Context: an optimization exercise on an open-source flow, tuned for small area, a short achievable clock period and few clock cycles per item. The choices shown serve that exercise and are no tape-out recipe. Function was checked by simulation only, so behaviour that the tests miss may differ from the original.

[flow/run.sh]
#!/bin/bash
# synth_recipe.tcl (not shown) runs the flow's synth.tcl, then flattens the netlist and writes it again
# the make line also repeats each setting of config.mk as NAME=value (left out here)
make -C /OpenROAD-flow-scripts/flow DESIGN_CONFIG=/design/flow/config.mk WORK_HOME=/design/flow/orfs CLKGATE_MAP_FILE= SYNTH_SCRIPT=/design/flow/synth_recipe.tcl finish
[flow/config.mk]
export PLATFORM = sky130hd
export DESIGN_NAME = complex_div
export DESIGN_NICKNAME = complex_div
export VERILOG_FILES = /design/flow/design.v
export SDC_FILE = /design/flow/constraint.sdc
export NUM_CORES = 4
export LEC_CHECK = 0
export CAP_MARGIN = 20
export CORE_MARGIN = 2
export CORE_UTILIZATION = 60
export CTS_BUF_LIST = sky130_fd_sc_hd__clkbuf_8
export CTS_CLUSTER_SIZE = 24
export SETUP_SLACK_MARGIN = 3.9
export SLEW_MARGIN = 20
[flow/constraint.sdc]
create_clock -name core_clock -period 7.0 [get_ports {clk}]
set_input_delay 1.4000 -clock core_clock [delete_from_list [all_inputs] [get_ports {clk}]]
set_output_delay 1.4000 -clock core_clock [all_outputs]
set_load 0.01 [all_outputs]
[flow/design.v]
package sdft_pkg;
  function automatic int prod_w(input int in_w);
    prod_w = 2 * in_w + 1;
  endfunction
  function automatic int iter_n(input int in_w, input int fr_w);
    iter_n = in_w + fr_w;
  endfunction
endpackage
module serial_udiv #(parameter int rem_w = 15, parameter int out_w = 15, parameter int d_w = 16) (
  input  logic [rem_w-1:0] rem, input logic xbit, input logic [d_w-1:0] divisor,
  output logic [out_w-1:0] rem_o, output logic take);
  localparam int sw = (rem_w + 1 > d_w) ? rem_w + 1 : d_w;
  localparam int TOPS = (sw > 16) ? 16 : (sw > 8) ? 8 : (sw > 4) ? 4 : (sw > 2) ? 2 : 1;
  logic [sw-1:0] sh, dv, diff, g, p, gg, pp;
  always_comb begin
    sh = sw'({rem, xbit}); dv = sw'(divisor);
    g = ~sh & dv;
    p = ~(sh ^ dv);
    gg = g; pp = p;
    for (int s = 1; s < sw; s = s * 2)
      for (int i = 2*s-1; i < sw; i += 2*s) begin
        gg[i] = gg[i] | (pp[i] & gg[i-s]);
        pp[i] = pp[i] & pp[i-s];
      end
    for (int s = TOPS; s >= 1; s = s / 2)
      for (int i = 3*s-1; i < sw; i += 2*s) begin
        gg[i] = gg[i] | (pp[i] & gg[i-s]);
        pp[i] = pp[i] & pp[i-s];
      end
    diff[0] = sh[0] ^ dv[0];
    for (int i = 1; i < sw; i++) diff[i] = sh[i] ^ dv[i] ^ gg[i-1];
    take = !gg[sw-1];
    rem_o = take ? diff[out_w-1:0] : sh[out_w-1:0];
  end
endmodule
module cd_front (
  input  logic [7:0]  ar,
  input  logic [7:0]  ai,
  input  logic [7:0]  br,
  input  logic [7:0]  bi,
  input  logic [3:0]  br_one,
  input  logic [3:0]  br_two,
  input  logic [3:0]  br_neg,
  input  logic [3:0]  bi_one,
  input  logic [3:0]  bi_two,
  input  logic [3:0]  bi_neg,
  output logic [16:0] nr_x,
  output logic [16:0] nr_y,
  output logic [16:0] nr_z,
  output logic [16:0] ni_x,
  output logic [16:0] ni_y,
  output logic [16:0] ni_z,
  output logic [15:0] d_x,
  output logic [15:0] d_y,
  output logic [15:0] d_z
);
  wire r1 = (((br_one[0] & ar[0]) | (br_two[0] & 1'b0))) ^ br_neg[0];
  wire r2 = (((br_one[0] & ar[1]) | (br_two[0] & ar[0]))) ^ br_neg[0];
  wire r3 = (((br_one[0] & ar[2]) | (br_two[0] & ar[1]))) ^ br_neg[0];
  wire r4 = (((br_one[0] & ar[3]) | (br_two[0] & ar[2]))) ^ br_neg[0];
  wire r5 = (((br_one[0] & ar[4]) | (br_two[0] & ar[3]))) ^ br_neg[0];
  wire r6 = (((br_one[0] & ar[5]) | (br_two[0] & ar[4]))) ^ br_neg[0];
  wire r7 = (((br_one[0] & ar[6]) | (br_two[0] & ar[5]))) ^ br_neg[0];
  wire r8 = (((br_one[0] & ar[7]) | (br_two[0] & ar[6]))) ^ br_neg[0];
  wire r9 = (((br_one[0] & ar[7]) | (br_two[0] & ar[7]))) ^ br_neg[0];
  wire r10 = (((br_one[0] & ar[7]) | (br_two[0] & ar[7]))) ^ br_neg[0];
  wire nr11 = ~r10;
  wire r12 = (((br_one[1] & ar[0]) | (br_two[1] & 1'b0))) ^ br_neg[1];
  wire r13 = (((br_one[1] & ar[1]) | (br_two[1] & ar[0]))) ^ br_neg[1];
  wire r14 = (((br_one[1] & ar[2]) | (br_two[1] & ar[1]))) ^ br_neg[1];
  wire r15 = (((br_one[1] & ar[3]) | (br_two[1] & ar[2]))) ^ br_neg[1];
  wire r16 = (((br_one[1] & ar[4]) | (br_two[1] & ar[3]))) ^ br_neg[1];
  wire r17 = (((br_one[1] & ar[5]) | (br_two[1] & ar[4]))) ^ br_neg[1];
  wire r18 = (((br_one[1] & ar[6]) | (br_two[1] & ar[5]))) ^ br_neg[1];
  wire r19 = (((br_one[1] & ar[7]) | (br_two[1] & ar[6]))) ^ br_neg[1];
  wire r20 = (((br_one[1] & ar[7]) | (br_two[1] & ar[7]))) ^ br_neg[1];
  wire r21 = (((br_one[1] & ar[7]) | (br_two[1] & ar[7]))) ^ br_neg[1];
  wire nr22 = ~r21;
  wire r23 = (((br_one[2] & ar[0]) | (br_two[2] & 1'b0))) ^ br_neg[2];
  wire r24 = (((br_one[2] & ar[1]) | (br_two[2] & ar[0]))) ^ br_neg[2];
  wire r25 = (((br_one[2] & ar[2]) | (br_two[2] & ar[1]))) ^ br_neg[2];
  wire r26 = (((br_one[2] & ar[3]) | (br_two[2] & ar[2]))) ^ br_neg[2];
  wire r27 = (((br_one[2] & ar[4]) | (br_two[2] & ar[3]))) ^ br_neg[2];
  wire r28 = (((br_one[2] & ar[5]) | (br_two[2] & ar[4]))) ^ br_neg[2];
  wire r29 = (((br_one[2] & ar[6]) | (br_two[2] & ar[5]))) ^ br_neg[2];
  wire r30 = (((br_one[2] & ar[7]) | (br_two[2] & ar[6]))) ^ br_neg[2];
  wire r31 = (((br_one[2] & ar[7]) | (br_two[2] & ar[7]))) ^ br_neg[2];
  wire r32 = (((br_one[2] & ar[7]) | (br_two[2] & ar[7]))) ^ br_neg[2];
  wire nr33 = ~r32;
  wire r34 = (((br_one[3] & ar[0]) | (br_two[3] & 1'b0))) ^ br_neg[3];
  wire r35 = (((br_one[3] & ar[1]) | (br_two[3] & ar[0]))) ^ br_neg[3];
  wire r36 = (((br_one[3] & ar[2]) | (br_two[3] & ar[1]))) ^ br_neg[3];
  wire r37 = (((br_one[3] & ar[3]) | (br_two[3] & ar[2]))) ^ br_neg[3];
  wire r38 = (((br_one[3] & ar[4]) | (br_two[3] & ar[3]))) ^ br_neg[3];
  wire r39 = (((br_one[3] & ar[5]) | (br_two[3] & ar[4]))) ^ br_neg[3];
  wire r40 = (((br_one[3] & ar[6]) | (br_two[3] & ar[5]))) ^ br_neg[3];
  wire r41 = (((br_one[3] & ar[7]) | (br_two[3] & ar[6]))) ^ br_neg[3];
  wire r42 = (((br_one[3] & ar[7]) | (br_two[3] & ar[7]))) ^ br_neg[3];
  wire r43 = (((br_one[3] & ar[7]) | (br_two[3] & ar[7]))) ^ br_neg[3];
  wire nr44 = ~r43;
  wire r45 = (((bi_one[0] & ai[0]) | (bi_two[0] & 1'b0))) ^ bi_neg[0];
  wire r46 = (((bi_one[0] & ai[1]) | (bi_two[0] & ai[0]))) ^ bi_neg[0];
  wire r47 = (((bi_one[0] & ai[2]) | (bi_two[0] & ai[1]))) ^ bi_neg[0];
  wire r48 = (((bi_one[0] & ai[3]) | (bi_two[0] & ai[2]))) ^ bi_neg[0];
  wire r49 = (((bi_one[0] & ai[4]) | (bi_two[0] & ai[3]))) ^ bi_neg[0];
  wire r50 = (((bi_one[0] & ai[5]) | (bi_two[0] & ai[4]))) ^ bi_neg[0];
  wire r51 = (((bi_one[0] & ai[6]) | (bi_two[0] & ai[5]))) ^ bi_neg[0];
  wire r52 = (((bi_one[0] & ai[7]) | (bi_two[0] & ai[6]))) ^ bi_neg[0];
  wire r53 = (((bi_one[0] & ai[7]) | (bi_two[0] & ai[7]))) ^ bi_neg[0];
  wire r54 = (((bi_one[0] & ai[7]) | (bi_two[0] & ai[7]))) ^ bi_neg[0];
  wire nr55 = ~r54;
  wire r56 = (((bi_one[1] & ai[0]) | (bi_two[1] & 1'b0))) ^ bi_neg[1];
  wire r57 = (((bi_one[1] & ai[1]) | (bi_two[1] & ai[0]))) ^ bi_neg[1];
  wire r58 = (((bi_one[1] & ai[2]) | (bi_two[1] & ai[1]))) ^ bi_neg[1];
  wire r59 = (((bi_one[1] & ai[3]) | (bi_two[1] & ai[2]))) ^ bi_neg[1];
  wire r60 = (((bi_one[1] & ai[4]) | (bi_two[1] & ai[3]))) ^ bi_neg[1];
  wire r61 = (((bi_one[1] & ai[5]) | (bi_two[1] & ai[4]))) ^ bi_neg[1];
  wire r62 = (((bi_one[1] & ai[6]) | (bi_two[1] & ai[5]))) ^ bi_neg[1];
  wire r63 = (((bi_one[1] & ai[7]) | (bi_two[1] & ai[6]))) ^ bi_neg[1];
  wire r64 = (((bi_one[1] & ai[7]) | (bi_two[1] & ai[7]))) ^ bi_neg[1];
  wire r65 = (((bi_one[1] & ai[7]) | (bi_two[1] & ai[7]))) ^ bi_neg[1];
  wire nr66 = ~r65;
  wire r67 = (((bi_one[2] & ai[0]) | (bi_two[2] & 1'b0))) ^ bi_neg[2];
  wire r68 = (((bi_one[2] & ai[1]) | (bi_two[2] & ai[0]))) ^ bi_neg[2];
  wire r69 = (((bi_one[2] & ai[2]) | (bi_two[2] & ai[1]))) ^ bi_neg[2];
  wire r70 = (((bi_one[2] & ai[3]) | (bi_two[2] & ai[2]))) ^ bi_neg[2];
  wire r71 = (((bi_one[2] & ai[4]) | (bi_two[2] & ai[3]))) ^ bi_neg[2];
  wire r72 = (((bi_one[2] & ai[5]) | (bi_two[2] & ai[4]))) ^ bi_neg[2];
  wire r73 = (((bi_one[2] & ai[6]) | (bi_two[2] & ai[5]))) ^ bi_neg[2];
  wire r74 = (((bi_one[2] & ai[7]) | (bi_two[2] & ai[6]))) ^ bi_neg[2];
  wire r75 = (((bi_one[2] & ai[7]) | (bi_two[2] & ai[7]))) ^ bi_neg[2];
  wire r76 = (((bi_one[2] & ai[7]) | (bi_two[2] & ai[7]))) ^ bi_neg[2];
  wire nr77 = ~r76;
  wire r78 = (((bi_one[3] & ai[0]) | (bi_two[3] & 1'b0))) ^ bi_neg[3];
  wire r79 = (((bi_one[3] & ai[1]) | (bi_two[3] & ai[0]))) ^ bi_neg[3];
  wire r80 = (((bi_one[3] & ai[2]) | (bi_two[3] & ai[1]))) ^ bi_neg[3];
  wire r81 = (((bi_one[3] & ai[3]) | (bi_two[3] & ai[2]))) ^ bi_neg[3];
  wire r82 = (((bi_one[3] & ai[4]) | (bi_two[3] & ai[3]))) ^ bi_neg[3];
  wire r83 = (((bi_one[3] & ai[5]) | (bi_two[3] & ai[4]))) ^ bi_neg[3];
  wire r84 = (((bi_one[3] & ai[6]) | (bi_two[3] & ai[5]))) ^ bi_neg[3];
  wire r85 = (((bi_one[3] & ai[7]) | (bi_two[3] & ai[6]))) ^ bi_neg[3];
  wire r86 = (((bi_one[3] & ai[7]) | (bi_two[3] & ai[7]))) ^ bi_neg[3];
  wire r87 = (((bi_one[3] & ai[7]) | (bi_two[3] & ai[7]))) ^ bi_neg[3];
  wire nr88 = ~r87;
  wire e89 = br_neg[3] ^ bi_neg[3];
  wire e90 = br_neg[3] & bi_neg[3];
  wire s91 = r5 ^ r14 ^ r23;
  wire c92 = (r5 & r14) | (r5 & r23) | (r14 & r23);
  wire s93 = r6 ^ r15;
  wire c94 = r6 & r15;
  wire s95 = r7 ^ r16 ^ r25;
  wire c96 = (r7 & r16) | (r7 & r25) | (r16 & r25);
  wire s97 = r34 ^ r51 ^ r60;
  wire c98 = (r34 & r51) | (r34 & r60) | (r51 & r60);
  wire s99 = r8 ^ r17 ^ r26;
  wire c100 = (r8 & r17) | (r8 & r26) | (r17 & r26);
  wire s101 = r35 ^ r52 ^ r61;
  wire c102 = (r35 & r52) | (r35 & r61) | (r52 & r61);
  wire s103 = r70 ^ r79;
  wire c104 = r70 & r79;
  wire s105 = r9 ^ r18 ^ r27;
  wire c106 = (r9 & r18) | (r9 & r27) | (r18 & r27);
  wire s107 = r36 ^ r53 ^ r62;
  wire c108 = (r36 & r53) | (r36 & r62) | (r53 & r62);
  wire s109 = r71 ^ r80;
  wire c110 = r71 & r80;
  wire s111 = nr11 ^ r19 ^ r28;
  wire c112 = (nr11 & r19) | (nr11 & r28) | (r19 & r28);
  wire s113 = r37 ^ nr55 ^ r63;
  wire c114 = (r37 & nr55) | (r37 & r63) | (nr55 & r63);
  wire s115 = r72 ^ r81;
  wire c116 = r72 & r81;
  wire s117 = r20 ^ r29 ^ r38;
  wire c118 = (r20 & r29) | (r20 & r38) | (r29 & r38);
  wire s119 = r64 ^ r73 ^ r82;
  wire c120 = (r64 & r73) | (r64 & r82) | (r73 & r82);
  wire s121 = nr22 ^ r30 ^ r39;
  wire c122 = (nr22 & r30) | (nr22 & r39) | (r30 & r39);
  wire s123 = nr66 ^ r74;
  wire c124 = nr66 & r74;
  wire s125 = r3 ^ r12 ^ br_neg[1];
  wire c126 = (r3 & r12) | (r3 & br_neg[1]) | (r12 & br_neg[1]);
  wire s127 = r4 ^ r13;
  wire c128 = r4 & r13;
  wire s129 = s91 ^ br_neg[2] ^ r49;
  wire c130 = (s91 & br_neg[2]) | (s91 & r49) | (br_neg[2] & r49);
  wire s131 = r58 ^ r67;
  wire c132 = r58 & r67;
  wire s133 = c92 ^ s93 ^ r24;
  wire c134 = (c92 & s93) | (c92 & r24) | (s93 & r24);
  wire s135 = r50 ^ r59 ^ r68;
  wire c136 = (r50 & r59) | (r50 & r68) | (r59 & r68);
  wire s137 = c94 ^ s95 ^ s97;
  wire c138 = (c94 & s95) | (c94 & s97) | (s95 & s97);
  wire s139 = r69 ^ r78 ^ e89;
  wire c140 = (r69 & r78) | (r69 & e89) | (r78 & e89);
  wire s141 = c96 ^ c98 ^ s99;
  wire c142 = (c96 & c98) | (c96 & s99) | (c98 & s99);
  wire s143 = s101 ^ s103 ^ e90;
  wire c144 = (s101 & s103) | (s101 & e90) | (s103 & e90);
  wire s145 = c100 ^ c102 ^ c104;
  wire c146 = (c100 & c102) | (c100 & c104) | (c102 & c104);
  wire s147 = s105 ^ s107 ^ s109;
  wire c148 = (s105 & s107) | (s105 & s109) | (s107 & s109);
  wire s149 = c106 ^ c108 ^ c110;
  wire c150 = (c106 & c108) | (c106 & c110) | (c108 & c110);
  wire s151 = s111 ^ s113 ^ s115;
  wire c152 = (s111 & s113) | (s111 & s115) | (s113 & s115);
  wire s153 = c112 ^ c114 ^ c116;
  wire c154 = (c112 & c114) | (c112 & c116) | (c114 & c116);
  wire s155 = s117 ^ s119 ^ 1'b1;
  wire c156 = (s117 & s119) | (s117 & 1'b1) | (s119 & 1'b1);
  wire s157 = c118 ^ c120 ^ s121;
  wire c158 = (c118 & c120) | (c118 & s121) | (c120 & s121);
  wire s159 = s123 ^ r83 ^ 1'b1;
  wire c160 = (s123 & r83) | (s123 & 1'b1) | (r83 & 1'b1);
  wire s161 = c122 ^ c124 ^ r31;
  wire c162 = (c122 & c124) | (c122 & r31) | (c124 & r31);
  wire s163 = r40 ^ r75 ^ r84;
  wire c164 = (r40 & r75) | (r40 & r84) | (r75 & r84);
  wire s165 = nr33 ^ r41 ^ nr77;
  wire c166 = (nr33 & r41) | (nr33 & nr77) | (r41 & nr77);
  wire s167 = r85 ^ 1'b1;
  wire c168 = r85 & 1'b1;
  wire s169 = r1 ^ br_neg[0];
  wire c170 = r1 & br_neg[0];
  wire s171 = s125 ^ r47;
  wire c172 = s125 & r47;
  wire s173 = c126 ^ s127 ^ r48;
  wire c174 = (c126 & s127) | (c126 & r48) | (s127 & r48);
  wire s175 = c128 ^ s129 ^ s131;
  wire c176 = (c128 & s129) | (c128 & s131) | (s129 & s131);
  wire s177 = c130 ^ c132 ^ s133;
  wire c178 = (c130 & c132) | (c130 & s133) | (c132 & s133);
  wire s179 = c134 ^ c136 ^ s137;
  wire c180 = (c134 & c136) | (c134 & s137) | (c136 & s137);
  wire s181 = c138 ^ c140 ^ s141;
  wire c182 = (c138 & c140) | (c138 & s141) | (c140 & s141);
  wire s183 = c142 ^ c144 ^ s145;
  wire c184 = (c142 & c144) | (c142 & s145) | (c144 & s145);
  wire s185 = c146 ^ c148 ^ s149;
  wire c186 = (c146 & c148) | (c146 & s149) | (c148 & s149);
  wire s187 = c150 ^ c152 ^ s153;
  wire c188 = (c150 & c152) | (c150 & s153) | (c152 & s153);
  wire s189 = c154 ^ c156 ^ s157;
  wire c190 = (c154 & c156) | (c154 & s157) | (c156 & s157);
  wire s191 = c158 ^ c160 ^ s161;
  wire c192 = (c158 & c160) | (c158 & s161) | (c160 & s161);
  wire s193 = c162 ^ c164 ^ s165;
  wire c194 = (c162 & c164) | (c162 & s165) | (c164 & s165);
  wire s195 = c166 ^ c168 ^ r42;
  wire c196 = (c166 & c168) | (c166 & r42) | (c168 & r42);
  wire s197 = nr44 ^ nr88;
  wire c198 = nr44 & nr88;
  assign nr_x = {c198, c196, c194, c192, c190, c188, c186, c184, c182, c180, c178, c176, c174, c172, s171, c170, s169};
  assign nr_y = {1'b0, s197, s195, s193, s191, s189, s187, s185, s183, s181, s179, s177, s175, s173, r56, r2, r45};
  assign nr_z = {1'b0, 1'b1, r86, s167, s163, s159, s155, s151, s147, s143, s139, s135, bi_neg[2], r57, bi_neg[1], r46, bi_neg[0]};
  wire r199 = (((br_one[0] & ai[0]) | (br_two[0] & 1'b0))) ^ br_neg[0];
  wire r200 = (((br_one[0] & ai[1]) | (br_two[0] & ai[0]))) ^ br_neg[0];
  wire r201 = (((br_one[0] & ai[2]) | (br_two[0] & ai[1]))) ^ br_neg[0];
  wire r202 = (((br_one[0] & ai[3]) | (br_two[0] & ai[2]))) ^ br_neg[0];
  wire r203 = (((br_one[0] & ai[4]) | (br_two[0] & ai[3]))) ^ br_neg[0];
  wire r204 = (((br_one[0] & ai[5]) | (br_two[0] & ai[4]))) ^ br_neg[0];
  wire r205 = (((br_one[0] & ai[6]) | (br_two[0] & ai[5]))) ^ br_neg[0];
  wire r206 = (((br_one[0] & ai[7]) | (br_two[0] & ai[6]))) ^ br_neg[0];
  wire r207 = (((br_one[0] & ai[7]) | (br_two[0] & ai[7]))) ^ br_neg[0];
  wire r208 = (((br_one[0] & ai[7]) | (br_two[0] & ai[7]))) ^ br_neg[0];
  wire nr209 = ~r208;
  wire r210 = (((br_one[1] & ai[0]) | (br_two[1] & 1'b0))) ^ br_neg[1];
  wire r211 = (((br_one[1] & ai[1]) | (br_two[1] & ai[0]))) ^ br_neg[1];
  wire r212 = (((br_one[1] & ai[2]) | (br_two[1] & ai[1]))) ^ br_neg[1];
  wire r213 = (((br_one[1] & ai[3]) | (br_two[1] & ai[2]))) ^ br_neg[1];
  wire r214 = (((br_one[1] & ai[4]) | (br_two[1] & ai[3]))) ^ br_neg[1];
  wire r215 = (((br_one[1] & ai[5]) | (br_two[1] & ai[4]))) ^ br_neg[1];
  wire r216 = (((br_one[1] & ai[6]) | (br_two[1] & ai[5]))) ^ br_neg[1];
  wire r217 = (((br_one[1] & ai[7]) | (br_two[1] & ai[6]))) ^ br_neg[1];
  wire r218 = (((br_one[1] & ai[7]) | (br_two[1] & ai[7]))) ^ br_neg[1];
  wire r219 = (((br_one[1] & ai[7]) | (br_two[1] & ai[7]))) ^ br_neg[1];
  wire nr220 = ~r219;
  wire r221 = (((br_one[2] & ai[0]) | (br_two[2] & 1'b0))) ^ br_neg[2];
  wire r222 = (((br_one[2] & ai[1]) | (br_two[2] & ai[0]))) ^ br_neg[2];
  wire r223 = (((br_one[2] & ai[2]) | (br_two[2] & ai[1]))) ^ br_neg[2];
  wire r224 = (((br_one[2] & ai[3]) | (br_two[2] & ai[2]))) ^ br_neg[2];
  wire r225 = (((br_one[2] & ai[4]) | (br_two[2] & ai[3]))) ^ br_neg[2];
  wire r226 = (((br_one[2] & ai[5]) | (br_two[2] & ai[4]))) ^ br_neg[2];
  wire r227 = (((br_one[2] & ai[6]) | (br_two[2] & ai[5]))) ^ br_neg[2];
  wire r228 = (((br_one[2] & ai[7]) | (br_two[2] & ai[6]))) ^ br_neg[2];
  wire r229 = (((br_one[2] & ai[7]) | (br_two[2] & ai[7]))) ^ br_neg[2];
  wire r230 = (((br_one[2] & ai[7]) | (br_two[2] & ai[7]))) ^ br_neg[2];
  wire nr231 = ~r230;
  wire r232 = (((br_one[3] & ai[0]) | (br_two[3] & 1'b0))) ^ br_neg[3];
  wire r233 = (((br_one[3] & ai[1]) | (br_two[3] & ai[0]))) ^ br_neg[3];
  wire r234 = (((br_one[3] & ai[2]) | (br_two[3] & ai[1]))) ^ br_neg[3];
  wire r235 = (((br_one[3] & ai[3]) | (br_two[3] & ai[2]))) ^ br_neg[3];
  wire r236 = (((br_one[3] & ai[4]) | (br_two[3] & ai[3]))) ^ br_neg[3];
  wire r237 = (((br_one[3] & ai[5]) | (br_two[3] & ai[4]))) ^ br_neg[3];
  wire r238 = (((br_one[3] & ai[6]) | (br_two[3] & ai[5]))) ^ br_neg[3];
  wire r239 = (((br_one[3] & ai[7]) | (br_two[3] & ai[6]))) ^ br_neg[3];
  wire r240 = (((br_one[3] & ai[7]) | (br_two[3] & ai[7]))) ^ br_neg[3];
  wire r241 = (((br_one[3] & ai[7]) | (br_two[3] & ai[7]))) ^ br_neg[3];
  wire nr242 = ~r241;
  wire ng243 = ~bi_neg[0] & (bi_one[0] | bi_two[0]);
  wire r244 = (((bi_one[0] & ar[0]) | (bi_two[0] & 1'b0))) ^ ng243;
  wire r245 = (((bi_one[0] & ar[1]) | (bi_two[0] & ar[0]))) ^ ng243;
  wire r246 = (((bi_one[0] & ar[2]) | (bi_two[0] & ar[1]))) ^ ng243;
  wire r247 = (((bi_one[0] & ar[3]) | (bi_two[0] & ar[2]))) ^ ng243;
  wire r248 = (((bi_one[0] & ar[4]) | (bi_two[0] & ar[3]))) ^ ng243;
  wire r249 = (((bi_one[0] & ar[5]) | (bi_two[0] & ar[4]))) ^ ng243;
  wire r250 = (((bi_one[0] & ar[6]) | (bi_two[0] & ar[5]))) ^ ng243;
  wire r251 = (((bi_one[0] & ar[7]) | (bi_two[0] & ar[6]))) ^ ng243;
  wire r252 = (((bi_one[0] & ar[7]) | (bi_two[0] & ar[7]))) ^ ng243;
  wire r253 = (((bi_one[0] & ar[7]) | (bi_two[0] & ar[7]))) ^ ng243;
  wire nr254 = ~r253;
  wire ng255 = ~bi_neg[1] & (bi_one[1] | bi_two[1]);
  wire r256 = (((bi_one[1] & ar[0]) | (bi_two[1] & 1'b0))) ^ ng255;
  wire r257 = (((bi_one[1] & ar[1]) | (bi_two[1] & ar[0]))) ^ ng255;
  wire r258 = (((bi_one[1] & ar[2]) | (bi_two[1] & ar[1]))) ^ ng255;
  wire r259 = (((bi_one[1] & ar[3]) | (bi_two[1] & ar[2]))) ^ ng255;
  wire r260 = (((bi_one[1] & ar[4]) | (bi_two[1] & ar[3]))) ^ ng255;
  wire r261 = (((bi_one[1] & ar[5]) | (bi_two[1] & ar[4]))) ^ ng255;
  wire r262 = (((bi_one[1] & ar[6]) | (bi_two[1] & ar[5]))) ^ ng255;
  wire r263 = (((bi_one[1] & ar[7]) | (bi_two[1] & ar[6]))) ^ ng255;
  wire r264 = (((bi_one[1] & ar[7]) | (bi_two[1] & ar[7]))) ^ ng255;
  wire r265 = (((bi_one[1] & ar[7]) | (bi_two[1] & ar[7]))) ^ ng255;
  wire nr266 = ~r265;
  wire ng267 = ~bi_neg[2] & (bi_one[2] | bi_two[2]);
  wire r268 = (((bi_one[2] & ar[0]) | (bi_two[2] & 1'b0))) ^ ng267;
  wire r269 = (((bi_one[2] & ar[1]) | (bi_two[2] & ar[0]))) ^ ng267;
  wire r270 = (((bi_one[2] & ar[2]) | (bi_two[2] & ar[1]))) ^ ng267;
  wire r271 = (((bi_one[2] & ar[3]) | (bi_two[2] & ar[2]))) ^ ng267;
  wire r272 = (((bi_one[2] & ar[4]) | (bi_two[2] & ar[3]))) ^ ng267;
  wire r273 = (((bi_one[2] & ar[5]) | (bi_two[2] & ar[4]))) ^ ng267;
  wire r274 = (((bi_one[2] & ar[6]) | (bi_two[2] & ar[5]))) ^ ng267;
  wire r275 = (((bi_one[2] & ar[7]) | (bi_two[2] & ar[6]))) ^ ng267;
  wire r276 = (((bi_one[2] & ar[7]) | (bi_two[2] & ar[7]))) ^ ng267;
  wire r277 = (((bi_one[2] & ar[7]) | (bi_two[2] & ar[7]))) ^ ng267;
  wire nr278 = ~r277;
  wire ng279 = ~bi_neg[3] & (bi_one[3] | bi_two[3]);
  wire r280 = (((bi_one[3] & ar[0]) | (bi_two[3] & 1'b0))) ^ ng279;
  wire r281 = (((bi_one[3] & ar[1]) | (bi_two[3] & ar[0]))) ^ ng279;
  wire r282 = (((bi_one[3] & ar[2]) | (bi_two[3] & ar[1]))) ^ ng279;
  wire r283 = (((bi_one[3] & ar[3]) | (bi_two[3] & ar[2]))) ^ ng279;
  wire r284 = (((bi_one[3] & ar[4]) | (bi_two[3] & ar[3]))) ^ ng279;
  wire r285 = (((bi_one[3] & ar[5]) | (bi_two[3] & ar[4]))) ^ ng279;
  wire r286 = (((bi_one[3] & ar[6]) | (bi_two[3] & ar[5]))) ^ ng279;
  wire r287 = (((bi_one[3] & ar[7]) | (bi_two[3] & ar[6]))) ^ ng279;
  wire r288 = (((bi_one[3] & ar[7]) | (bi_two[3] & ar[7]))) ^ ng279;
  wire r289 = (((bi_one[3] & ar[7]) | (bi_two[3] & ar[7]))) ^ ng279;
  wire nr290 = ~r289;
  wire e291 = br_neg[3] ^ ng279;
  wire e292 = br_neg[3] & ng279;
  wire s293 = r203 ^ r212 ^ r221;
  wire c294 = (r203 & r212) | (r203 & r221) | (r212 & r221);
  wire s295 = r204 ^ r213;
  wire c296 = r204 & r213;
  wire s297 = r205 ^ r214 ^ r223;
  wire c298 = (r205 & r214) | (r205 & r223) | (r214 & r223);
  wire s299 = r232 ^ r250 ^ r260;
  wire c300 = (r232 & r250) | (r232 & r260) | (r250 & r260);
  wire s301 = r206 ^ r215 ^ r224;
  wire c302 = (r206 & r215) | (r206 & r224) | (r215 & r224);
  wire s303 = r233 ^ r251 ^ r261;
  wire c304 = (r233 & r251) | (r233 & r261) | (r251 & r261);
  wire s305 = r271 ^ r281;
  wire c306 = r271 & r281;
  wire s307 = r207 ^ r216 ^ r225;
  wire c308 = (r207 & r216) | (r207 & r225) | (r216 & r225);
  wire s309 = r234 ^ r252 ^ r262;
  wire c310 = (r234 & r252) | (r234 & r262) | (r252 & r262);
  wire s311 = r272 ^ r282;
  wire c312 = r272 & r282;
  wire s313 = nr209 ^ r217 ^ r226;
  wire c314 = (nr209 & r217) | (nr209 & r226) | (r217 & r226);
  wire s315 = r235 ^ nr254 ^ r263;
  wire c316 = (r235 & nr254) | (r235 & r263) | (nr254 & r263);
  wire s317 = r273 ^ r283;
  wire c318 = r273 & r283;
  wire s319 = r218 ^ r227 ^ r236;
  wire c320 = (r218 & r227) | (r218 & r236) | (r227 & r236);
  wire s321 = r264 ^ r274 ^ r284;
  wire c322 = (r264 & r274) | (r264 & r284) | (r274 & r284);
  wire s323 = nr220 ^ r228 ^ r237;
  wire c324 = (nr220 & r228) | (nr220 & r237) | (r228 & r237);
  wire s325 = nr266 ^ r275;
  wire c326 = nr266 & r275;
  wire s327 = r201 ^ r210 ^ br_neg[1];
  wire c328 = (r201 & r210) | (r201 & br_neg[1]) | (r210 & br_neg[1]);
  wire s329 = r202 ^ r211;
  wire c330 = r202 & r211;
  wire s331 = s293 ^ br_neg[2] ^ r248;
  wire c332 = (s293 & br_neg[2]) | (s293 & r248) | (br_neg[2] & r248);
  wire s333 = r258 ^ r268;
  wire c334 = r258 & r268;
  wire s335 = c294 ^ s295 ^ r222;
  wire c336 = (c294 & s295) | (c294 & r222) | (s295 & r222);
  wire s337 = r249 ^ r259 ^ r269;
  wire c338 = (r249 & r259) | (r249 & r269) | (r259 & r269);
  wire s339 = c296 ^ s297 ^ s299;
  wire c340 = (c296 & s297) | (c296 & s299) | (s297 & s299);
  wire s341 = r270 ^ r280 ^ e291;
  wire c342 = (r270 & r280) | (r270 & e291) | (r280 & e291);
  wire s343 = c298 ^ c300 ^ s301;
  wire c344 = (c298 & c300) | (c298 & s301) | (c300 & s301);
  wire s345 = s303 ^ s305 ^ e292;
  wire c346 = (s303 & s305) | (s303 & e292) | (s305 & e292);
  wire s347 = c302 ^ c304 ^ c306;
  wire c348 = (c302 & c304) | (c302 & c306) | (c304 & c306);
  wire s349 = s307 ^ s309 ^ s311;
  wire c350 = (s307 & s309) | (s307 & s311) | (s309 & s311);
  wire s351 = c308 ^ c310 ^ c312;
  wire c352 = (c308 & c310) | (c308 & c312) | (c310 & c312);
  wire s353 = s313 ^ s315 ^ s317;
  wire c354 = (s313 & s315) | (s313 & s317) | (s315 & s317);
  wire s355 = c314 ^ c316 ^ c318;
  wire c356 = (c314 & c316) | (c314 & c318) | (c316 & c318);
  wire s357 = s319 ^ s321 ^ 1'b1;
  wire c358 = (s319 & s321) | (s319 & 1'b1) | (s321 & 1'b1);
  wire s359 = c320 ^ c322 ^ s323;
  wire c360 = (c320 & c322) | (c320 & s323) | (c322 & s323);
  wire s361 = s325 ^ r285 ^ 1'b1;
  wire c362 = (s325 & r285) | (s325 & 1'b1) | (r285 & 1'b1);
  wire s363 = c324 ^ c326 ^ r229;
  wire c364 = (c324 & c326) | (c324 & r229) | (c326 & r229);
  wire s365 = r238 ^ r276 ^ r286;
  wire c366 = (r238 & r276) | (r238 & r286) | (r276 & r286);
  wire s367 = nr231 ^ r239 ^ nr278;
  wire c368 = (nr231 & r239) | (nr231 & nr278) | (r239 & nr278);
  wire s369 = r287 ^ 1'b1;
  wire c370 = r287 & 1'b1;
  wire s371 = r199 ^ br_neg[0];
  wire c372 = r199 & br_neg[0];
  wire s373 = s327 ^ r246;
  wire c374 = s327 & r246;
  wire s375 = c328 ^ s329 ^ r247;
  wire c376 = (c328 & s329) | (c328 & r247) | (s329 & r247);
  wire s377 = c330 ^ s331 ^ s333;
  wire c378 = (c330 & s331) | (c330 & s333) | (s331 & s333);
  wire s379 = c332 ^ c334 ^ s335;
  wire c380 = (c332 & c334) | (c332 & s335) | (c334 & s335);
  wire s381 = c336 ^ c338 ^ s339;
  wire c382 = (c336 & c338) | (c336 & s339) | (c338 & s339);
  wire s383 = c340 ^ c342 ^ s343;
  wire c384 = (c340 & c342) | (c340 & s343) | (c342 & s343);
  wire s385 = c344 ^ c346 ^ s347;
  wire c386 = (c344 & c346) | (c344 & s347) | (c346 & s347);
  wire s387 = c348 ^ c350 ^ s351;
  wire c388 = (c348 & c350) | (c348 & s351) | (c350 & s351);
  wire s389 = c352 ^ c354 ^ s355;
  wire c390 = (c352 & c354) | (c352 & s355) | (c354 & s355);
  wire s391 = c356 ^ c358 ^ s359;
  wire c392 = (c356 & c358) | (c356 & s359) | (c358 & s359);
  wire s393 = c360 ^ c362 ^ s363;
  wire c394 = (c360 & c362) | (c360 & s363) | (c362 & s363);
  wire s395 = c364 ^ c366 ^ s367;
  wire c396 = (c364 & c366) | (c364 & s367) | (c366 & s367);
  wire s397 = c368 ^ c370 ^ r240;
  wire c398 = (c368 & c370) | (c368 & r240) | (c370 & r240);
  wire s399 = nr242 ^ nr290;
  wire c400 = nr242 & nr290;
  assign ni_x = {c400, c398, c396, c394, c392, c390, c388, c386, c384, c382, c380, c378, c376, c374, s373, c372, s371};
  assign ni_y = {1'b0, s399, s397, s395, s393, s391, s389, s387, s385, s383, s381, s379, s377, s375, r256, r200, r244};
  assign ni_z = {1'b0, 1'b1, r288, s369, s365, s361, s357, s353, s349, s345, s341, s337, ng267, r257, ng255, r245, ng243};
  wire sq401 = br[0] & br[1];
  wire sq402 = br[0] & br[2];
  wire sq403 = br[0] & br[3];
  wire sq404 = br[0] & br[4];
  wire sq405 = br[0] & br[5];
  wire sq406 = br[0] & br[6];
  wire sq407 = br[0] & br[7];
  wire nq408 = ~sq407;
  wire sq409 = br[1] & br[2];
  wire sq410 = br[1] & br[3];
  wire sq411 = br[1] & br[4];
  wire sq412 = br[1] & br[5];
  wire sq413 = br[1] & br[6];
  wire sq414 = br[1] & br[7];
  wire nq415 = ~sq414;
  wire sq416 = br[2] & br[3];
  wire sq417 = br[2] & br[4];
  wire sq418 = br[2] & br[5];
  wire sq419 = br[2] & br[6];
  wire sq420 = br[2] & br[7];
  wire nq421 = ~sq420;
  wire sq422 = br[3] & br[4];
  wire sq423 = br[3] & br[5];
  wire sq424 = br[3] & br[6];
  wire sq425 = br[3] & br[7];
  wire nq426 = ~sq425;
  wire sq427 = br[4] & br[5];
  wire sq428 = br[4] & br[6];
  wire sq429 = br[4] & br[7];
  wire nq430 = ~sq429;
  wire sq431 = br[5] & br[6];
  wire sq432 = br[5] & br[7];
  wire nq433 = ~sq432;
  wire sq434 = br[6] & br[7];
  wire nq435 = ~sq434;
  wire sq436 = bi[0] & bi[1];
  wire sq437 = bi[0] & bi[2];
  wire sq438 = bi[0] & bi[3];
  wire sq439 = bi[0] & bi[4];
  wire sq440 = bi[0] & bi[5];
  wire sq441 = bi[0] & bi[6];
  wire sq442 = bi[0] & bi[7];
  wire nq443 = ~sq442;
  wire sq444 = bi[1] & bi[2];
  wire sq445 = bi[1] & bi[3];
  wire sq446 = bi[1] & bi[4];
  wire sq447 = bi[1] & bi[5];
  wire sq448 = bi[1] & bi[6];
  wire sq449 = bi[1] & bi[7];
  wire nq450 = ~sq449;
  wire sq451 = bi[2] & bi[3];
  wire sq452 = bi[2] & bi[4];
  wire sq453 = bi[2] & bi[5];
  wire sq454 = bi[2] & bi[6];
  wire sq455 = bi[2] & bi[7];
  wire nq456 = ~sq455;
  wire sq457 = bi[3] & bi[4];
  wire sq458 = bi[3] & bi[5];
  wire sq459 = bi[3] & bi[6];
  wire sq460 = bi[3] & bi[7];
  wire nq461 = ~sq460;
  wire sq462 = bi[4] & bi[5];
  wire sq463 = bi[4] & bi[6];
  wire sq464 = bi[4] & bi[7];
  wire nq465 = ~sq464;
  wire sq466 = bi[5] & bi[6];
  wire sq467 = bi[5] & bi[7];
  wire nq468 = ~sq467;
  wire sq469 = bi[6] & bi[7];
  wire nq470 = ~sq469;
  wire e471 = br[4] ^ bi[4];
  wire e472 = br[4] & bi[4];
  wire s473 = sq405 ^ sq411 ^ sq416;
  wire c474 = (sq405 & sq411) | (sq405 & sq416) | (sq411 & sq416);
  wire s475 = sq406 ^ sq412;
  wire c476 = sq406 & sq412;
  wire s477 = nq408 ^ sq413 ^ sq418;
  wire c478 = (nq408 & sq413) | (nq408 & sq418) | (sq413 & sq418);
  wire s479 = sq422 ^ nq443 ^ sq448;
  wire c480 = (sq422 & nq443) | (sq422 & sq448) | (nq443 & sq448);
  wire s481 = nq415 ^ sq419 ^ sq423;
  wire c482 = (nq415 & sq419) | (nq415 & sq423) | (sq419 & sq423);
  wire s483 = nq450 ^ sq454 ^ sq458;
  wire c484 = (nq450 & sq454) | (nq450 & sq458) | (sq454 & sq458);
  wire s485 = nq421 ^ sq424 ^ sq427;
  wire c486 = (nq421 & sq424) | (nq421 & sq427) | (sq424 & sq427);
  wire s487 = br[5] ^ nq456 ^ sq459;
  wire c488 = (br[5] & nq456) | (br[5] & sq459) | (nq456 & sq459);
  wire s489 = sq403 ^ sq409 ^ br[2];
  wire c490 = (sq403 & sq409) | (sq403 & br[2]) | (sq409 & br[2]);
  wire s491 = sq404 ^ sq410;
  wire c492 = sq404 & sq410;
  wire s493 = s473 ^ br[3] ^ sq440;
  wire c494 = (s473 & br[3]) | (s473 & sq440) | (br[3] & sq440);
  wire s495 = sq446 ^ sq451;
  wire c496 = sq446 & sq451;
  wire s497 = c474 ^ s475 ^ sq417;
  wire c498 = (c474 & s475) | (c474 & sq417) | (s475 & sq417);
  wire s499 = sq441 ^ sq447 ^ sq452;
  wire c500 = (sq441 & sq447) | (sq441 & sq452) | (sq447 & sq452);
  wire s501 = c476 ^ s477 ^ s479;
  wire c502 = (c476 & s477) | (c476 & s479) | (s477 & s479);
  wire s503 = sq453 ^ sq457 ^ e471;
  wire c504 = (sq453 & sq457) | (sq453 & e471) | (sq457 & e471);
  wire s505 = c478 ^ c480 ^ s481;
  wire c506 = (c478 & c480) | (c478 & s481) | (c480 & s481);
  wire s507 = s483 ^ 1'b1 ^ e472;
  wire c508 = (s483 & 1'b1) | (s483 & e472) | (1'b1 & e472);
  wire s509 = c482 ^ c484 ^ s485;
  wire c510 = (c482 & c484) | (c482 & s485) | (c484 & s485);
  wire s511 = s487 ^ sq462 ^ bi[5];
  wire c512 = (s487 & sq462) | (s487 & bi[5]) | (sq462 & bi[5]);
  wire s513 = c486 ^ c488 ^ nq426;
  wire c514 = (c486 & c488) | (c486 & nq426) | (c488 & nq426);
  wire s515 = sq428 ^ nq461 ^ sq463;
  wire c516 = (sq428 & nq461) | (sq428 & sq463) | (nq461 & sq463);
  wire s517 = nq430 ^ sq431 ^ br[6];
  wire c518 = (nq430 & sq431) | (nq430 & br[6]) | (sq431 & br[6]);
  wire s519 = nq465 ^ sq466 ^ bi[6];
  wire c520 = (nq465 & sq466) | (nq465 & bi[6]) | (sq466 & bi[6]);
  wire s521 = sq401 ^ br[1];
  wire c522 = sq401 & br[1];
  wire s523 = s489 ^ sq438;
  wire c524 = s489 & sq438;
  wire s525 = c490 ^ s491 ^ sq439;
  wire c526 = (c490 & s491) | (c490 & sq439) | (s491 & sq439);
  wire s527 = c492 ^ s493 ^ s495;
  wire c528 = (c492 & s493) | (c492 & s495) | (s493 & s495);
  wire s529 = c494 ^ c496 ^ s497;
  wire c530 = (c494 & c496) | (c494 & s497) | (c496 & s497);
  wire s531 = c498 ^ c500 ^ s501;
  wire c532 = (c498 & c500) | (c498 & s501) | (c500 & s501);
  wire s533 = c502 ^ c504 ^ s505;
  wire c534 = (c502 & c504) | (c502 & s505) | (c504 & s505);
  wire s535 = c506 ^ c508 ^ s509;
  wire c536 = (c506 & c508) | (c506 & s509) | (c508 & s509);
  wire s537 = c510 ^ c512 ^ s513;
  wire c538 = (c510 & c512) | (c510 & s513) | (c512 & s513);
  wire s539 = c514 ^ c516 ^ s517;
  wire c540 = (c514 & c516) | (c514 & s517) | (c516 & s517);
  wire s541 = c518 ^ c520 ^ nq433;
  wire c542 = (c518 & c520) | (c518 & nq433) | (c520 & nq433);
  wire s543 = nq435 ^ br[7] ^ nq470;
  wire c544 = (nq435 & br[7]) | (nq435 & nq470) | (br[7] & nq470);
  assign d_x = {c544, c542, c540, c538, c536, c534, c532, c530, c528, c526, c524, s523, c522, s521, 1'b0, br[0]};
  assign d_y = {1'b0, s543, s541, s539, s537, s535, s533, s531, s529, s527, s525, sq444, sq402, sq436, 1'b0, bi[0]};
  assign d_z = {1'b0, bi[7], nq468, s519, s515, s511, s507, s503, s499, bi[3], sq445, bi[2], sq437, bi[1], 1'b0, 1'b0};
endmodule
module complex_div #(
  parameter int data_in_w  = 8,
  parameter int data_out_w = 16,
  parameter int frac_w     = 8
) (
  input  logic                         clk,
  input  logic                         reset_n,
  input  logic signed [data_in_w-1:0]  a_real,
  input  logic signed [data_in_w-1:0]  a_imag,
  input  logic signed [data_in_w-1:0]  b_real,
  input  logic signed [data_in_w-1:0]  b_imag,
  input  logic                         in_valid,
  output logic                         in_ready,
  output logic signed [data_out_w-1:0] out_real,
  output logic signed [data_out_w-1:0] out_imag,
  output logic                         out_valid,
  input  logic                         out_ready,
  output logic                         div_zero,
  output logic                         sat
);
  localparam int NS = 16;    
  localparam int DW = 16;    
  localparam int SPS = 1;    
  localparam int NT = NS / SPS;  
  logic          adv;                
  logic [NT+4:0] vld;                
  logic          kv;                 
  logic          push, pop, o_free;
  assign in_ready = adv;
  logic [7:0] ar0, ai0, br0, bi0;
  logic [3:0] br_one, br_two, br_neg, bi_one, bi_two, bi_neg;
  function automatic logic [11:0] booth(input logic [7:0] b);
    logic [3:0] o, t, n;
    logic       b2, b1, b0;
    for (int k = 0; k < 4; k++) begin
      b2   = b[2*k+1];
      b1   = b[2*k];
      b0   = (k == 0) ? 1'b0 : b[2*k-1];
      o[k] = b1 ^ b0;
      t[k] = (b2 & ~b1 & ~b0) | (~b2 & b1 & b0);
      n[k] = b2 & ~(b1 & b0);
    end
    booth = {o, t, n};
  endfunction
  logic [16:0] nr_x, nr_y, nr_z, ni_x, ni_y, ni_z;
  logic [15:0] d_x, d_y, d_z;
  logic [16:0] nr_x1, nr_y1, nr_z1, ni_x1, ni_y1, ni_z1;
  logic [15:0] d_x1, d_y1, d_z1;
  cd_front u_front (
    .ar(ar0), .ai(ai0), .br(br0), .bi(bi0),
    .br_one(br_one), .br_two(br_two), .br_neg(br_neg),
    .bi_one(bi_one), .bi_two(bi_two), .bi_neg(bi_neg),
    .nr_x(nr_x), .nr_y(nr_y), .nr_z(nr_z),
    .ni_x(ni_x), .ni_y(ni_y), .ni_z(ni_z),
    .d_x(d_x), .d_y(d_y), .d_z(d_z)
  );
  always_ff @(posedge clk) begin
    if (adv) begin
      ar0   <= a_real;
      ai0   <= a_imag;
      br0   <= b_real;
      bi0   <= b_imag;
      {br_one, br_two, br_neg} <= booth(b_real);
      {bi_one, bi_two, bi_neg} <= booth(b_imag);
      nr_x1 <= nr_x;
      nr_y1 <= nr_y;
      nr_z1 <= nr_z;
      ni_x1 <= ni_x;
      ni_y1 <= ni_y;
      ni_z1 <= ni_z;
      d_x1  <= d_x;
      d_y1  <= d_y;
      d_z1  <= d_z;
    end
  end
  logic [NS:0][14:0] rem_r, rem_i;    
  logic [NS:0][15:0] dq_r, dq_i;      
  logic [NS:0][15:0] den;
  logic [NS:0]       ng_r, ng_i, dz;   
  logic [16:0] nr2, ni2;
  logic [15:0] d2;
  always_ff @(posedge clk) begin
    if (adv) begin
      nr2 <= nr_x1 + nr_y1 + nr_z1;
      ni2 <= ni_x1 + ni_y1 + ni_z1;
      d2  <= d_x1 + d_y1 + d_z1;
    end
  end
  logic [15:0] nm_r3, nm_i3, d3;
  logic        ng_r3, ng_i3;
  always_ff @(posedge clk) begin
    if (adv) begin
      nm_r3 <= nr2[16] ? 16'(-nr2) : nr2[15:0];
      nm_i3 <= ni2[16] ? 16'(-ni2) : ni2[15:0];
      ng_r3 <= nr2[16];
      ng_i3 <= ni2[16];
      d3    <= d2;
    end
  end
  assign rem_r[0] = 15'(nm_r3[15:8]);
  assign rem_i[0] = 15'(nm_i3[15:8]);
  assign dq_r[0]  = {nm_r3[7:0], 8'b0};
  assign dq_i[0]  = {nm_i3[7:0], 8'b0};
  assign den[0]   = d3;
  assign ng_r[0]  = ng_r3;
  assign ng_i[0]  = ng_i3;
  assign dz[0]    = 1'b0;
  for (genvar j = 1; j <= NS; j++) begin : g_step
    localparam int WI = (8 + j - 1 < 15) ? 8 + j - 1 : 15;    
    localparam int WO = (8 + j < 15) ? 8 + j : 15;            
    localparam int XQ = (j < 8) ? 8 : j;                       
    localparam bit REG = (j % SPS == 0) || (j == NS);
    logic [WO-1:0] nrem_r, nrem_i;
    logic          tk_r, tk_i;
    logic [15:0]   ndq_r, ndq_i;
    serial_udiv #(.rem_w(WI), .out_w(WO), .d_w(DW)) u_r (
      .rem(rem_r[j-1][WI-1:0]), .xbit(dq_r[j-1][15]), .divisor(den[j-1]),
      .rem_o(nrem_r), .take(tk_r));
    serial_udiv #(.rem_w(WI), .out_w(WO), .d_w(DW)) u_i (
      .rem(rem_i[j-1][WI-1:0]), .xbit(dq_i[j-1][15]), .divisor(den[j-1]),
      .rem_o(nrem_i), .take(tk_i));
    assign ndq_r = {dq_r[j-1][14:0], tk_r};
    assign ndq_i = {dq_i[j-1][14:0], tk_i};
    if (REG) begin : g_reg
      logic [XQ-1:0] xq_r, xq_i;
      logic          g_r, g_i;
      always_ff @(posedge clk) begin
        if (adv) begin
          g_r <= ng_r[j-1];
          g_i <= ng_i[j-1];
        end
      end
      if (j < 8) begin : g_x
        always_ff @(posedge clk) begin
          if (adv) begin
            xq_r <= {ndq_r[15:8+j], ndq_r[j-1:0]};
            xq_i <= {ndq_i[15:8+j], ndq_i[j-1:0]};
          end
        end
        assign dq_r[j] = {xq_r[7:j], 8'b0, xq_r[j-1:0]};
        assign dq_i[j] = {xq_i[7:j], 8'b0, xq_i[j-1:0]};
      end else begin : g_q
        always_ff @(posedge clk) begin
          if (adv) begin
            xq_r <= ndq_r[j-1:0];
            xq_i <= ndq_i[j-1:0];
          end
        end
        assign dq_r[j] = 16'(xq_r);
        assign dq_i[j] = 16'(xq_i);
      end
      if (j < NS) begin : g_rem
        logic [WO-1:0] rr, ri;
        logic [15:0]   dd;
        always_ff @(posedge clk) begin
          if (adv) begin
            rr <= nrem_r;
            ri <= nrem_i;
            dd <= den[j-1];
          end
        end
        assign rem_r[j] = 15'(rr);
        assign rem_i[j] = 15'(ri);
        assign den[j]   = dd;
        assign dz[j]    = 1'b0;
      end else begin : g_last
        logic z;
        always_ff @(posedge clk) begin
          if (adv) z <= (den[j-1] == 16'd0);
        end
        assign rem_r[j] = '0;
        assign rem_i[j] = '0;
        assign den[j]   = '0;
        assign dz[j]    = z;
      end
      assign ng_r[j] = g_r;
      assign ng_i[j] = g_i;
    end else begin : g_comb
      assign rem_r[j] = 15'(nrem_r);
      assign rem_i[j] = 15'(nrem_i);
      assign dq_r[j]  = ndq_r;
      assign dq_i[j]  = ndq_i;
      assign den[j]   = den[j-1];
      assign ng_r[j]  = ng_r[j-1];
      assign ng_i[j]  = ng_i[j-1];
      assign dz[j]    = 1'b0;
    end
  end
  function automatic logic [16:0] clamp(input logic neg, input logic zero, input logic [15:0] q);
    logic [15:0] v;
    logic        s;
    if (zero) begin
      v = 16'd0;
      s = 1'b0;
    end else if (q[15]) begin
      v = neg ? 16'h8000 : 16'h7fff;
      s = !neg || (q[14:0] != 15'd0);
    end else begin
      v = neg ? -q : q;
      s = 1'b0;
    end
    clamp = {s, v};
  endfunction
  logic [15:0] res_r, res_i;
  logic        st_r, st_i;
  assign {st_r, res_r} = clamp(ng_r[NS], dz[NS], dq_r[NS]);
  assign {st_i, res_i} = clamp(ng_i[NS], dz[NS], dq_i[NS]);
  logic [15:0] k_real, k_imag;
  logic        k_dz, k_sat;
  assign push   = adv && vld[NT+3];
  assign pop    = out_valid && out_ready;
  assign o_free = !out_valid || out_ready;
  always_ff @(posedge clk) begin
    if (adv) begin
      k_real <= res_r;
      k_imag <= res_i;
      k_dz   <= dz[NS];
      k_sat  <= st_r || st_i;
    end
    if (o_free) begin
      out_real <= kv ? k_real : res_r;
      out_imag <= kv ? k_imag : res_i;
      div_zero <= kv ? k_dz   : dz[NS];
      sat      <= kv ? k_sat  : (st_r || st_i);
    end
  end
  logic kv_n;
  always_comb begin
    if (o_free) kv_n = kv && push;
    else        kv_n = kv || push;
  end
  always_ff @(posedge clk or negedge reset_n) begin
    if (!reset_n) begin
      adv       <= 1'b0;
      vld       <= '0;
      kv        <= 1'b0;
      out_valid <= 1'b0;
    end else begin
      if (adv) vld <= {vld[NT+3:0], in_valid};
      kv        <= kv_n;
      out_valid <= o_free ? (kv || push) : 1'b1;
      adv       <= !kv_n;
    end
  end
endmodule
==> run notes, run 1 <==
----------------------------------------------------
[Final layout]
  Final Instance Area ... 84400 µm²
  Share of layout cells above drive strength 1 ... 12.0%
  Final standard cell count with taps included and fillers excluded ... 7730
  Area growth from synthesis to layout ... 12.0%
  End-of-flow core utilization ... 67.5%
  # nets final ... 6769

[Critical path]
  Reg2reg setup slack ... 3.91 ns
  Sequence of cells on the critical path ... buf_6
  Arrival time at the worst endpoint ... 1.72 ns
  Category of the critical setup timing path ... flip-flop to output port
  Worst flop-to-flop path startpoint ... g_step[5].g_reg.g_rem.dd[2]
  Worst Setup Start Kind ... flip-flop
  Cell type of the slowest stage on the worst timing path ... sky130_fd_sc_hd__dfrtp_4
  Worst Path Required ... 5.60 ns
  Buf+Inv Stages, Crit Path ... 1
  Endpoint kind of the worst setup timing path ... output port
  Crit-path max cell delay ... 0.56 ns
  Largest fanout on the critical path ... 12
  R2R cell count ... 10
  Delay-heaviest family, CP ... flip-flops
  R2r endpoint ... g_step[6].g_reg.g_rem.rr[13]

[Routing]
  Final wirelength ... 149000 µm
  Remaining antenna violation count after routing ... 0
  Number of design-rule violations left by the first detailed-router iteration ... 2702
  Total number of vias ... 43200
  Via density per instance ... 5.59
  WL/cell ... 19.3 µm
  Total iterations of the first detailed-routing run ... 8
  DRC violations left ... 0

[Logic synthesis]
  Synthesized netlist cell count ... 5549
  Avg Synthesized Cell Area ... 13.6 µm²
  Sequential fraction of the synthesis area ... 55.2%
  Library cell with the highest instance count after synthesis ... sky130_fd_sc_hd__edfxtp_1
  Register bit count reported by yosys ... 1389
  Post-Synthesis Net Count ... 6423
  Area fraction of the dominant cell type after synthesis ... 54.4%
  Async set-reset flop share out of synthesis ... 1.66%
  EDFF count, synth ... 1366
  Post-synth top flop ... sky130_fd_sc_hd__edfxtp_1
  Warnings, synthesis ... 9
  Netlist cell types ... 81
  Most used standard cells in the synthesized netlist ... sky130_fd_sc_hd__edfxtp_1 (1366), sky130_fd_sc_hd__inv_1 (605), sky130_fd_sc_hd__ha_1 (507)
  Largest cells by area after synthesis ... sky130_fd_sc_hd__edfxtp_1 (54%), sky130_fd_sc_hd__fa_1 (8.8%), sky130_fd_sc_hd__ha_1 (8.4%)
  Cell area after synthesis ... 75400 µm²
  Cell type with the highest aggregate area in the netlist ... sky130_fd_sc_hd__edfxtp_1

[Clocking]
  Clock tree from TritonCTS ... yes
  Clock root cell ... sky130_fd_sc_hd__clkbuf_8
  Later-pin clock latency in the skew report ... 0.94 ns
  Number of buffers added by the clock tree synthesis step ... 225
  Clock edge transition at the registers on the reported setup and hold paths ... 0.06 ns
  Total number of H-tree levels ... 4
  Buffer levels on the longest clock path ... 3
  CTS sink cnt ... 1389
  Number of hold-repair buffers added at the cts stage ... 0

[Placement]
  HPWL after DPL ... 105000 µm
  Cell total after placement ... 7145
  Last weighted congestion value of the routability-driven placer ... 0.836
  Placed standard-cell area ... 77700 µm²
  Number of buffers inserted by port buffering ... 71

[Die]
  Y dimension of the die ... 358 µm
  # rows ... 130
  Top-level I/O count ... 72
  Std-Cell Core Area ... 125000 µm²
  Starting utilization of the core area ... 60.3%
  Die boundary width ... 358 µm
  DIE AREA ... 128000 µm²

[STA]
  Crit path time final ... 3.12 ns
  Count of final hold-check violations ... 0
  Fin crit share ... 44.6%
  Count of final setup violators ... 0
  RSZ-0062 raised after global routing ... yes
  Worst slew margin relative to its limit ... 25.2%
  Actual transition at the worst max-transition pin ... 1.12 ns
  Highest attainable clock frequency ... 0.320 GHz
  Number of slew-limit violations in the final report ... 0
  Worst Clk Skew ... 0.0267 ns

[Run status]
  Run status ... timing/DRC/antenna clean

[Global routing]
  First-pass GRT wire length ... 236000 µm
  Total GRT Usage ... 23.7%
  Maximum number of pins on one net before global-route repair ... 181
  Global route overflow ... 0
  Number of global-route vias before repair ... 44200
  Antenna violations before repair ... 3

[Hold path]
  Hold Crit Depth ... 0
  Source of the worst hold timing path ... g_step[12].g_reg.xq_r[7]
  Hold worst-path end ... g_step[13].g_reg.xq_r[8]
  Min-Delay Path Class ... flip-flop to flip-flop

[Flow run]
  Max cap viols ... 0

----------------------------------------------------
## cell families (layout without fill, tap and decap cells)
| logic type | after synthesis | in the layout | synth area share, % |
|---|---|---|---|
| buf+inv | 766 | 1293 | 4.08 |
| mux | 339 | 339 | 4.59 |
| compound gates | 946 | 949 | 8.91 |
| fa+ha+maj | 839 | 839 | 17.2 |
| other cells | 0 | 1 | 0 |
| xor+xnor | 354 | 354 | 4.11 |
| flops | 1389 | 1389 | 55.2 |
| simple gates | 916 | 916 | 5.92 |
## layer usage
layer / track usage (%) / vias up / share of wire [%]
met2: 42.6 / 893 / 53
met1: 27.6 / 21100 / 39
met4: 11.6 / 0 / 4.9
li1: - / 20800 / -
met5: 0 / - / 0
met3: 3.68 / 387 / 3.8
## metrics by stage
step                      worst slack (ns)  hold WS, ns  setup TNS, ns
after floorplan                      -3.35        0.400       -3725.64
after global routing                  3.77        0.398              0
after global placement                3.46        0.401              0
final                                 3.88        0.412              0
after detailed placement              3.45        0.405              0
after CTS                             3.64        0.407              0
## layout by cell type (no fill, tap or decap), types with 21 or more instances in the layout
cell type and n:
sky130_fd_sc_hd__ha_1 500, sky130_fd_sc_hd__nand2b_1 66, sky130_fd_sc_hd__dfrtp_1 21, sky130_fd_sc_hd__mux2_2 49
sky130_fd_sc_hd__o21ai_0 178, sky130_fd_sc_hd__o21a_1 37, sky130_fd_sc_hd__a211o_1 25, sky130_fd_sc_hd__a21o_1 160
sky130_fd_sc_hd__a22oi_1 103, sky130_fd_sc_hd__and2_1 56, sky130_fd_sc_hd__nor3_1 37, sky130_fd_sc_hd__a211oi_1 25
sky130_fd_sc_hd__buf_4 161, sky130_fd_sc_hd__nand2_1 251, sky130_fd_sc_hd__clkinv_2 37, sky130_fd_sc_hd__xor2_1 177
sky130_fd_sc_hd__o31ai_1 29, sky130_fd_sc_hd__inv_1 660, sky130_fd_sc_hd__mux2i_1 284, sky130_fd_sc_hd__clkbuf_8 233
sky130_fd_sc_hd__a21oi_1 154, sky130_fd_sc_hd__xnor2_1 175, sky130_fd_sc_hd__nor2b_1 54, sky130_fd_sc_hd__nor2_1 250
sky130_fd_sc_hd__nand4_1 28, sky130_fd_sc_hd__o211ai_1 31, sky130_fd_sc_hd__buf_12 28, sky130_fd_sc_hd__clkinv_1 43
sky130_fd_sc_hd__or3_1 30, sky130_fd_sc_hd__dlygate4sd2_1 29, sky130_fd_sc_hd__nand3_1 41, sky130_fd_sc_hd__edfxtp_1 1366
sky130_fd_sc_hd__clkdlybuf4s50_1 34, sky130_fd_sc_hd__fa_1 311
## sequential cells by signal (all words and copies together), names as in the netlist, 16 cells and up
| name | cells |
|---|---|
| g_step.g_reg.g_rem.dd | 240 |
| g_step.g_reg.g_rem.ri | 204 |
| g_step.g_reg.g_rem.rr | 204 |
| g_step.g_reg.xq_i | 164 |
| g_step.g_reg.xq_r | 164 |
| vld | 20 |
| ni2 | 17 |
| ni_x1 | 17 |
| nr2 | 17 |
| nr_x1 | 17 |
| d2 | 16 |
| d3 | 16 |
| g_step.g_reg.g_i | 16 |
| g_step.g_reg.g_r | 16 |
| k_imag | 16 |
| k_real | 16 |
| ni_y1 | 16 |
| nm_i3 | 16 |
| nm_r3 | 16 |
| nr_y1 | 16 |
| out_imag | 16 |
| out_real | 16 |
## worst max path at each step
stage,from,endpoint,slack [ns],depth (start not counted)
CTS,adv,in_ready,3.64,1
detailed placement,g_step[7].g_reg.g_rem.dd[0],g_step[8].g_reg.g_rem.ri[12],3.45,9
floorplan,adv,in_ready,-3.35,0
finish,adv,in_ready,3.88,1
global route,g_step[5].g_reg.g_rem.dd[0],g_step[6].g_reg.g_rem.rr[11],3.77,12
global placement,g_step[7].g_reg.g_rem.dd[0],g_step[8].g_reg.g_rem.ri[12],3.46,9
## final cells by class
cell class | instances | area (µm²)
flip-flops and latches | 1389 | 41600
fillers | 9122 | 40700
multi-input cells | 3397 | 31300
clock buffers | 233 | 3210
repair buffers | 276 | 2640
inverters | 606 | 2280
well taps | 1650 | 2060
clock inverters | 178 | 1290
diodes | 1 | 2.50
## repair_timing
item / in CTS / in global routing
buffers inserted: 79 / 90
pin swaps: 40 / 54
setup endpoints to repair: 361 / 203
gates cloned: 3 / 1
gates resized for setup: 117 / 69
Testbench counts, summed over its fixed seeds: cycles 3,376, items 3,200.
==> run 2, diff against run 1 <==
--- a/flow/config.mk
+++ b/flow/config.mk
@@ -7,2 +7,3 @@
 export LEC_CHECK = 0
+export ABC_AREA = 1
 export CAP_MARGIN = 20
==> run 2 against run 1 <==
  * Still clean on timing, DRC and antenna
  * First-iteration DRC count fell by 0.15%
  * Sequential share of layout area rose by 1.1 points
  * Design area fell by 2.1%
  * Non-clock buffer count fell by 147
  * Global-route usage rose by 1.4 points
  * Hold slack got worse by 0.013 ns
  * Synthesized area rose by 0.91%
==> run notes, run 2 <==
----------------------------------------------------
[Run status]
  Run status ... timing/DRC/antenna clean

[Logic synthesis]
  Area fraction of the dominant cell type after synthesis ... 53.9% (-0.49 points)
  Most used standard cells in the synthesized netlist ... sky130_fd_sc_hd__edfxtp_1 (1366), sky130_fd_sc_hd__nand2_1 (1188), sky130_fd_sc_hd__inv_1 (981)
  EDFF count, synth ... 1366 (unchanged)
  Post-synth top flop ... sky130_fd_sc_hd__edfxtp_1
  Avg Synthesized Cell Area ... 11.9 µm² (-13%)
  Register bit count reported by yosys ... 1389 (unchanged)
  Sequential fraction of the synthesis area ... 54.7% (-0.50 points)
  Largest cells by area after synthesis ... sky130_fd_sc_hd__edfxtp_1 (54%), sky130_fd_sc_hd__fa_1 (8.7%), sky130_fd_sc_hd__ha_1 (8.3%)
  Async set-reset flop share out of synthesis ... 1.66% (unchanged)

[Routing]
  DRC violations left ... 0 (unchanged)
  Final wirelength ... 157000 µm (+5.2%)
  Met2 wire length ... 85200 µm (+8.6%)
  Via density per instance ... 5.33 (-4.5%)
  Wl on met1 ... 59100 µm (+2.1%)
  WL/cell ... 18.5 µm (-4.0%)
  Number of design-rule violations left by the first detailed-router iteration ... 2698 (-0.15%)

[Placement]
  Last weighted congestion value of the routability-driven placer ... 0.860 (+2.8%)

[Die]
  Die boundary width ... 360 µm (+0.45%)
  Starting utilization of the core area ... 60.5% (+0.23 points)
  Std-Cell Core Area ... 126000 µm² (+0.52%)
  DIE AREA ... 130000 µm² (+0.90%)
  # rows ... 130 (unchanged)

[STA]
  Worst Clk Skew ... 0.0479 ns (+0.0211 ns)
  Highest attainable clock frequency ... 0.325 GHz (+1.3%)
  RSZ-0062 raised after global routing ... yes
  Count of final setup violators ... 0 (unchanged)
  Worst slew margin relative to its limit ... 29.7% (+4.5 points)
  Count of final hold-check violations ... 0 (unchanged)
  Actual transition at the worst max-transition pin ... 1.05 ns (-0.0676 ns)
  Number of slew-limit violations in the final report ... 0 (unchanged)

[Critical path]
  Endpoint kind of the worst setup timing path ... flip-flop
  Category of the critical setup timing path ... flip-flop to flip-flop
  R2R cell count ... 7 (-3)

[Hold path]
  Hold Crit Depth ... 0 (unchanged)

[Clocking]
  Clock edge transition at the registers on the reported setup and hold paths ... 0.06 ns (about the same)
  Number of buffers added by the clock tree synthesis step ... 222 (-1.3%)
  Clock root cell ... sky130_fd_sc_hd__clkbuf_8
  CTS sink cnt ... 1389 (unchanged)

[Global routing]
  Number of global-route vias before repair ... 46700 (+5.8%)

[Flow run]
  Max cap viols ... 0 (unchanged)

[Final layout]
  Area growth from synthesis to layout ... 8.64%
  Area occupied by multi-input gates ... 29900 µm² (-4.7%)

----------------------------------------------------
[run 2: cell types whose count changed after synthesis, moves of 103 or more]
cell and delta:
sky130_fd_sc_hd__o22ai_1 +104, sky130_fd_sc_hd__nand3_1 +159, sky130_fd_sc_hd__inv_1 +376, sky130_fd_sc_hd__a22oi_1 -103, sky130_fd_sc_hd__xor2_1 +158, sky130_fd_sc_hd__nand2_1 +935
sky130_fd_sc_hd__xnor2_1 -140, sky130_fd_sc_hd__o21ai_2 +211, sky130_fd_sc_hd__mux2i_1 -287
[run 2: repair_timing]
| item | CTS | global route |
|---|---|---|
| setup endpoints to repair | 57 | 127 |
| buffers inserted | 6 | 32 |
| gates resized for setup | 51 | 39 |
| pin swaps | 0 | 1 |
| endpoints found under the hold margin | 0 | 0 |
[run 2: layer usage]
metal,GRT usage [%],up-vias
li1,-,22200
met1,27.8,21700
met3,3.62,345
met2,47.1,864
met5,0,-
met4,11.5,0
[run 2: cell families (layout without fill, tap and decap cells)]
group,count (synthesis),in the layout,share of synthesized area [%]
and+or+nand+nor,1724,1724,9.43
DFF,1389,1389,54.7
buffers and inverters,1131,1531,6.14
AOI/OAI and AO/OA,959,959,8.37
adders and majority gates,838,838,17.0
xor gates and xnor gates,372,372,4.28
muxes,3,3,0.0444
other,0,3,0
[run 2: worst paths after layout]
path                                         start                 endpoint  slack, ns
max                                      bi_one[0]                ni_y1[10]       3.92
min                        g_step[1].g_reg.xq_r[5]  g_step[2].g_reg.xq_r[6]       0.40
max reg2reg                              bi_one[0]                ni_y1[10]       3.92
min reg2reg                g_step[1].g_reg.xq_r[5]  g_step[2].g_reg.xq_r[6]       0.40
max in group asynchronous                  reset_n                      adv       6.18
min in group asynchronous                  reset_n                  vld[13]       0.43
[run 2: cell type report]
cell class / count / share of cell area, %
flip-flops and latches: 1389 / 50.3
multi-input cells: 3896 / 36.1
inverters: 995 / 4.61
clock buffers: 223 / 3.71
well taps: 1650 / 2.50
repair buffers: 129 / 1.47
clock inverters: 184 / 1.21
diodes: 3 / 0.00908
[run 2: metrics by stage]
step	setup slack (ns)	cells	cell area [µm²]
floorplan	-3.36	6416	76100
global placement	3.67	8020	78100
detailed placement	3.70	8020	78100
CTS	3.80	8433	82200
global route	3.86	8468	82600
finish	3.92	8469	82600
[run 2: critical path, stage by stage, from the launching register on]
cell and delay, ns:
sky130_fd_sc_hd__edfxtp_1 0.55, sky130_fd_sc_hd__o21ai_0 0.52, sky130_fd_sc_hd__xnor2_1 0.26, sky130_fd_sc_hd__inv_1 0.10, sky130_fd_sc_hd__ha_1 0.32, sky130_fd_sc_hd__xor2_1 0.18, sky130_fd_sc_hd__fa_1 0.43, sky130_fd_sc_hd__fa_1 0.45

[port drivers added, routing unchanged]
No port has a modelled driver above. Below, the same layouts with a new extraction and two added sets of constraints.
Step 1 sets driving cells, clkbuf_16 on the clock port and buf_2 on the other inputs (assumed; they add their load-dependent delay and slew).
Step 2 adds t to the input delays and takes it off the output delays; t is the mean of the earliest and latest rising clock arrival at the registers after step 1. Input paths then give back, and output paths get back, about the clock's delay inside the block.
Three values: no drivers, after step 1, after step 2; two values: the first two.
run | t (ns) | setup WS [ns] | clock arrival spread, ns | worst register clock-pin slew, ns | cell pins on the clock port's net
run 1 | 0.997 | 3.879 / 3.806 / 3.730 | 0.038 / 0.038 | 0.07 / 0.07 | 1
run 2 | 1.000 | 3.919 / 3.919 / 3.919 | 0.053 / 0.053 | 0.07 / 0.07 | 1
After both steps every run listed still meets setup and hold. For run 1, which loses most, drivers alone change the setup slack by -0.073 ns; drivers and shift together by -0.149 ns.
